This design comes from an exercise in tuning for small area and a short achievable clock period on the open sky130 flow, not from production work.
In this exercise RTL edits were held to simulation tests only and were not proved equivalent to the original.
Power and IR drop assume default switching activity.

job 5990:
## rv_ex_top
module rv_ex_top (
    input  logic                    clk,
    input  logic                    rst,
    input  logic                    stall_i,
    input  logic                    flush_i,
    input  logic [64-1:0]     pc_i,
    input  logic [64-1:0]     next_pc_i,
    input  logic [32-1:0]     inst_i,
    input  logic [3:0]              alu_op_i,
    input  logic                    word_op_i,
    input  logic [1:0]              src1_sel_i,
    input  logic [2:0]              src2_sel_i,
    input  logic [3:0]              bru_op_i,
    input  logic [2:0]              lsu_size_i,
    input  logic                    dmem_en_i,
    input  logic                    dmem_we_i,
    input  logic                    rf_we_i,
    input  logic [5-1:0]   rf_waddr_i,
    input  logic                    wb_from_mem_i,
    input  logic [64-1:0]     rs1_data_i,
    input  logic [64-1:0]     rs2_data_i,
    output logic [64-1:0]     ex_pc_o,
    output logic [64-1:0]     ex_result_o,
    output logic [64-1:0]     real_npc_o,
    output logic                    br_taken_o,
    output logic [64-1:0]     br_target_o,
    output logic                    dmem_en_o,
    output logic                    dmem_we_o,
    output logic [64-1:0]     dmem_addr_o,
    output logic [64-1:0]     dmem_wdata_o,
    output logic [8-1:0]   dmem_sel_o,
    output logic                    rf_we_o,
    output logic [5-1:0]   rf_waddr_o,
    output logic                    wb_from_mem_o
);
==> flow/config.mk <==
export PLATFORM = sky130hd
export DESIGN_NAME = rv_ex_top
export DESIGN_NICKNAME = rv_ex_top
export VERILOG_FILES = /design/flow/design.v
export SDC_FILE = /design/flow/constraint.sdc
export NUM_CORES = 4
export LEC_CHECK = 0
export CAP_MARGIN = 20
export CORE_MARGIN = 2
export CORE_UTILIZATION = 40
export PLACE_DENSITY = 0.6
export SETUP_SLACK_MARGIN = 5
export SLEW_MARGIN = 20
==> flow/constraint.sdc <==
create_clock -name core_clock -period 12.0 [get_ports {clk}]
set_input_delay 2.4000 -clock core_clock [delete_from_list [all_inputs] [get_ports {clk}]]
set_output_delay 2.4000 -clock core_clock [all_outputs]
set_load 0.01 [all_outputs]
standard.sh (not shown) runs the stock make flow with config.mk's settings and CLKGATE_MAP_FILE= SYNTH_SCRIPT=/design/flow/synth_recipe.tcl, a recipe that flattens the netlist after the stock synthesis.
==> flow/flow/run.sh <==
#!/bin/bash
# Layout: the standard flow (standard synthesis, floorplan, power grid,
# placement, CTS, routing) unchanged, except that the port buffers which
# global placement inserts on every input and output use buf_2 cells.
set -euo pipefail
export BUFFER_PORTS_ARGS="-buffer_cell sky130_fd_sc_hd__buf_2"
bash standard.sh > standard_flow.log 2>&1
For job 9441, these inputs were changed with respect to job 5990:
# job 5990
export LEC_CHECK = 0
export CAP_MARGIN = 20
export CORE_MARGIN = 2
export CORE_UTILIZATION = 40
export PLACE_DENSITY = 0.6
export SETUP_SLACK_MARGIN = 5
export SLEW_MARGIN = 20
create_clock -name core_clock -period 12.0 [get_ports {clk}]
# job 9441
export LEC_CHECK = 0
export CAP_MARGIN = 20
export CORE_MARGIN = 2
export CORE_UTILIZATION = 50
export PLACE_DENSITY = 0.7
export SETUP_SLACK_MARGIN = 5
export SLEW_MARGIN = 20
create_clock -name core_clock -period 12.0 [get_ports {clk}]
==> flow/flow/run.sh <==
#!/bin/bash
# Layout: the standard flow (standard synthesis, floorplan, power grid,
# placement, CTS, routing) unchanged, except for the cells of the port
# buffers that global placement inserts: buf_2 on every input, buf_1 on
# every output (see ports.tcl).
set -euo pipefail
export PRE_GLOBAL_PLACE_TCL="$(pwd)/flow/ports.tcl"
bash standard.sh > standard_flow.log 2>&1
==> flow/flow/ports.tcl (new file) <==
# Sourced before global placement: every input port gets a buf_2, every
# output port a buf_1, in place of the single buffer_ports call.
if { [info commands orig_buffer_ports] == "" } {
  rename buffer_ports orig_buffer_ports
  proc buffer_ports { args } {
    orig_buffer_ports -inputs -buffer_cell sky130_fd_sc_hd__buf_2
    orig_buffer_ports -outputs -buffer_cell sky130_fd_sc_hd__buf_1
  }
}
Results
- Both conditions hold for job 9441: the flow ran to the end and the final layout passed the timing, DRC and antenna checks.
- Total wire length: job 9441 lower than job 5990
- Compared with job 5990, job 9441 shows a lower total placed cells including tap cells.
- Setup slack in job 9441 is smaller than in job 5990.
- Job 9441 reports a lower final cell count than job 5990 does.
- On job 9441: fmax is about 0.8% lower than what job 5990 gave.
### job 9441 -> job 858
==> flow/flow/run.sh <==
#!/bin/bash
# Layout: the standard flow (standard synthesis, floorplan, power grid,
# placement, CTS, routing) unchanged, except that the port buffers which
# global placement inserts on every input and output use buf_2 cells.
set -euo pipefail
export BUFFER_PORTS_ARGS="-buffer_cell sky130_fd_sc_hd__buf_2"
bash standard.sh > standard_flow.log 2>&1
removed: flow/flow/ports.tcl
[summary]
Summary of the comparison: fraction of power consumed by the clock network is lower in job 858, relative to job 9441. On total design power, job 858 tracks job 9441 almost exactly. Job 9441 and job 858 ended up with roughly the same worst hold slack after final layout. Going from job 9441 to job 858, fraction of final layout cells with drive strength greater than 1 grows by 9.1 points. Timing, DRC, antenna: 0 failures across job 9441 and job 858. In job 858 the fmax turned out 1.4% lower than in job 9441. Job 858 against job 9441: share of cell area taken by flip-flops and latches shows a reduction of 0.39 points, worst voltage drop across the vdd grid shows a reduction of 0.023 mV, fraction of area in non-clock buffers shows an increase of 1.7 points, slew at the pin with the worst max-slew slack shows a reduction of 54 ps. Sort job 9441 and job 858 by met1 routing resource usage after global routing asc -> top: job 9441.
#### Input delta (job 6833 over job 858)
# job 858
export LEC_CHECK = 0
export CAP_MARGIN = 20
export CORE_MARGIN = 2
export CORE_UTILIZATION = 50
export PLACE_DENSITY = 0.7
export SETUP_SLACK_MARGIN = 5
export SLEW_MARGIN = 20
create_clock -name core_clock -period 12.0 [get_ports {clk}]
# job 6833
export LEC_CHECK = 0
export CAP_MARGIN = 20
export CORE_MARGIN = 2
export CORE_UTILIZATION = 40
export PLACE_DENSITY = 0.6
export SETUP_SLACK_MARGIN = 5
export SLEW_MARGIN = 20
create_clock -name core_clock -period 12.0 [get_ports {clk}]
==> flow/flow/run.sh <==
#!/bin/bash
# Layout: the standard flow (standard synthesis, floorplan, power grid,
# placement, CTS, routing) unchanged, except for the cells of the port
# buffers that global placement inserts: buf_2 on every input, buf_1 on
# every output (see ports.tcl).
set -euo pipefail
export PRE_GLOBAL_PLACE_TCL="$(pwd)/flow/ports.tcl"
bash standard.sh > standard_flow.log 2>&1
==> flow/flow/ports.tcl (new file) <==
# Sourced before global placement: every input port gets a buf_2, every
# output port a buf_1, in place of the single buffer_ports call.
if { [info commands orig_buffer_ports] == "" } {
  rename buffer_ports orig_buffer_ports
  proc buffer_ports { args } {
    orig_buffer_ports -inputs -buffer_cell sky130_fd_sc_hd__buf_2
    orig_buffer_ports -outputs -buffer_cell sky130_fd_sc_hd__buf_1
  }
}
--- outcome ---
Any difference in wire length after detailed routing between job 6833 and job 858 is small enough to ignore.
Compared with job 858, the router placed fewer vias in job 6833.
There was hardly any difference in worst hold path cell count between job 6833 and job 858.
Layout buffering overhead excluding clock cells, job 6833 and job 858, lower one = job 6833.
Job 6833 against job 858: cell count shows an increase of 181; number of resized instances in the post-cts repair step shows an increase of about 11%.
Relative to job 858, peak clock frequency supported by timing has gone up in job 6833.
Worst hold margin: job 6833 vs job 858 — no meaningful difference
| total power | job 6833 vs job 858 | worse |

-- static timing again, ports no longer ideal --
The results above use ideal ports. As a check the final layouts listed here were re-extracted and re-timed, cells and wires unchanged.
Step 1: set_driving_cell puts a clkbuf_16 on clk and a buf_2 on each other input, an assumption about the parent block.
Step 2 times the ports against the registers' clock, not the clock port: input delays grow and output delays shrink by t, the midpoint of the rising clock arrivals with the driver on.
a / b / c = ideal / step 1 / step 2; a / b = the first two.
run	shift t [ns]	setup WS [ns]	worst setup path after step 2	worst data-port slew with drivers (ns)	cell pins on the clock port's net
job 5990	0.681	4.989 / 5.009 / 4.328	input to register	0.23	1
job 9441	0.657	4.929 / 4.939 / 4.282	input to register	0.17	1
job 858	0.653	4.829 / 4.842 / 4.189	input to register	0.16	1
job 6833	0.682	4.987 / 5.007 / 4.324	input to register	0.23	1
After both steps setup and hold are still met in every run listed. The setup slack of job 6833, which loses most, moves by +0.020 ns with the drivers and by -0.663 ns with both steps.
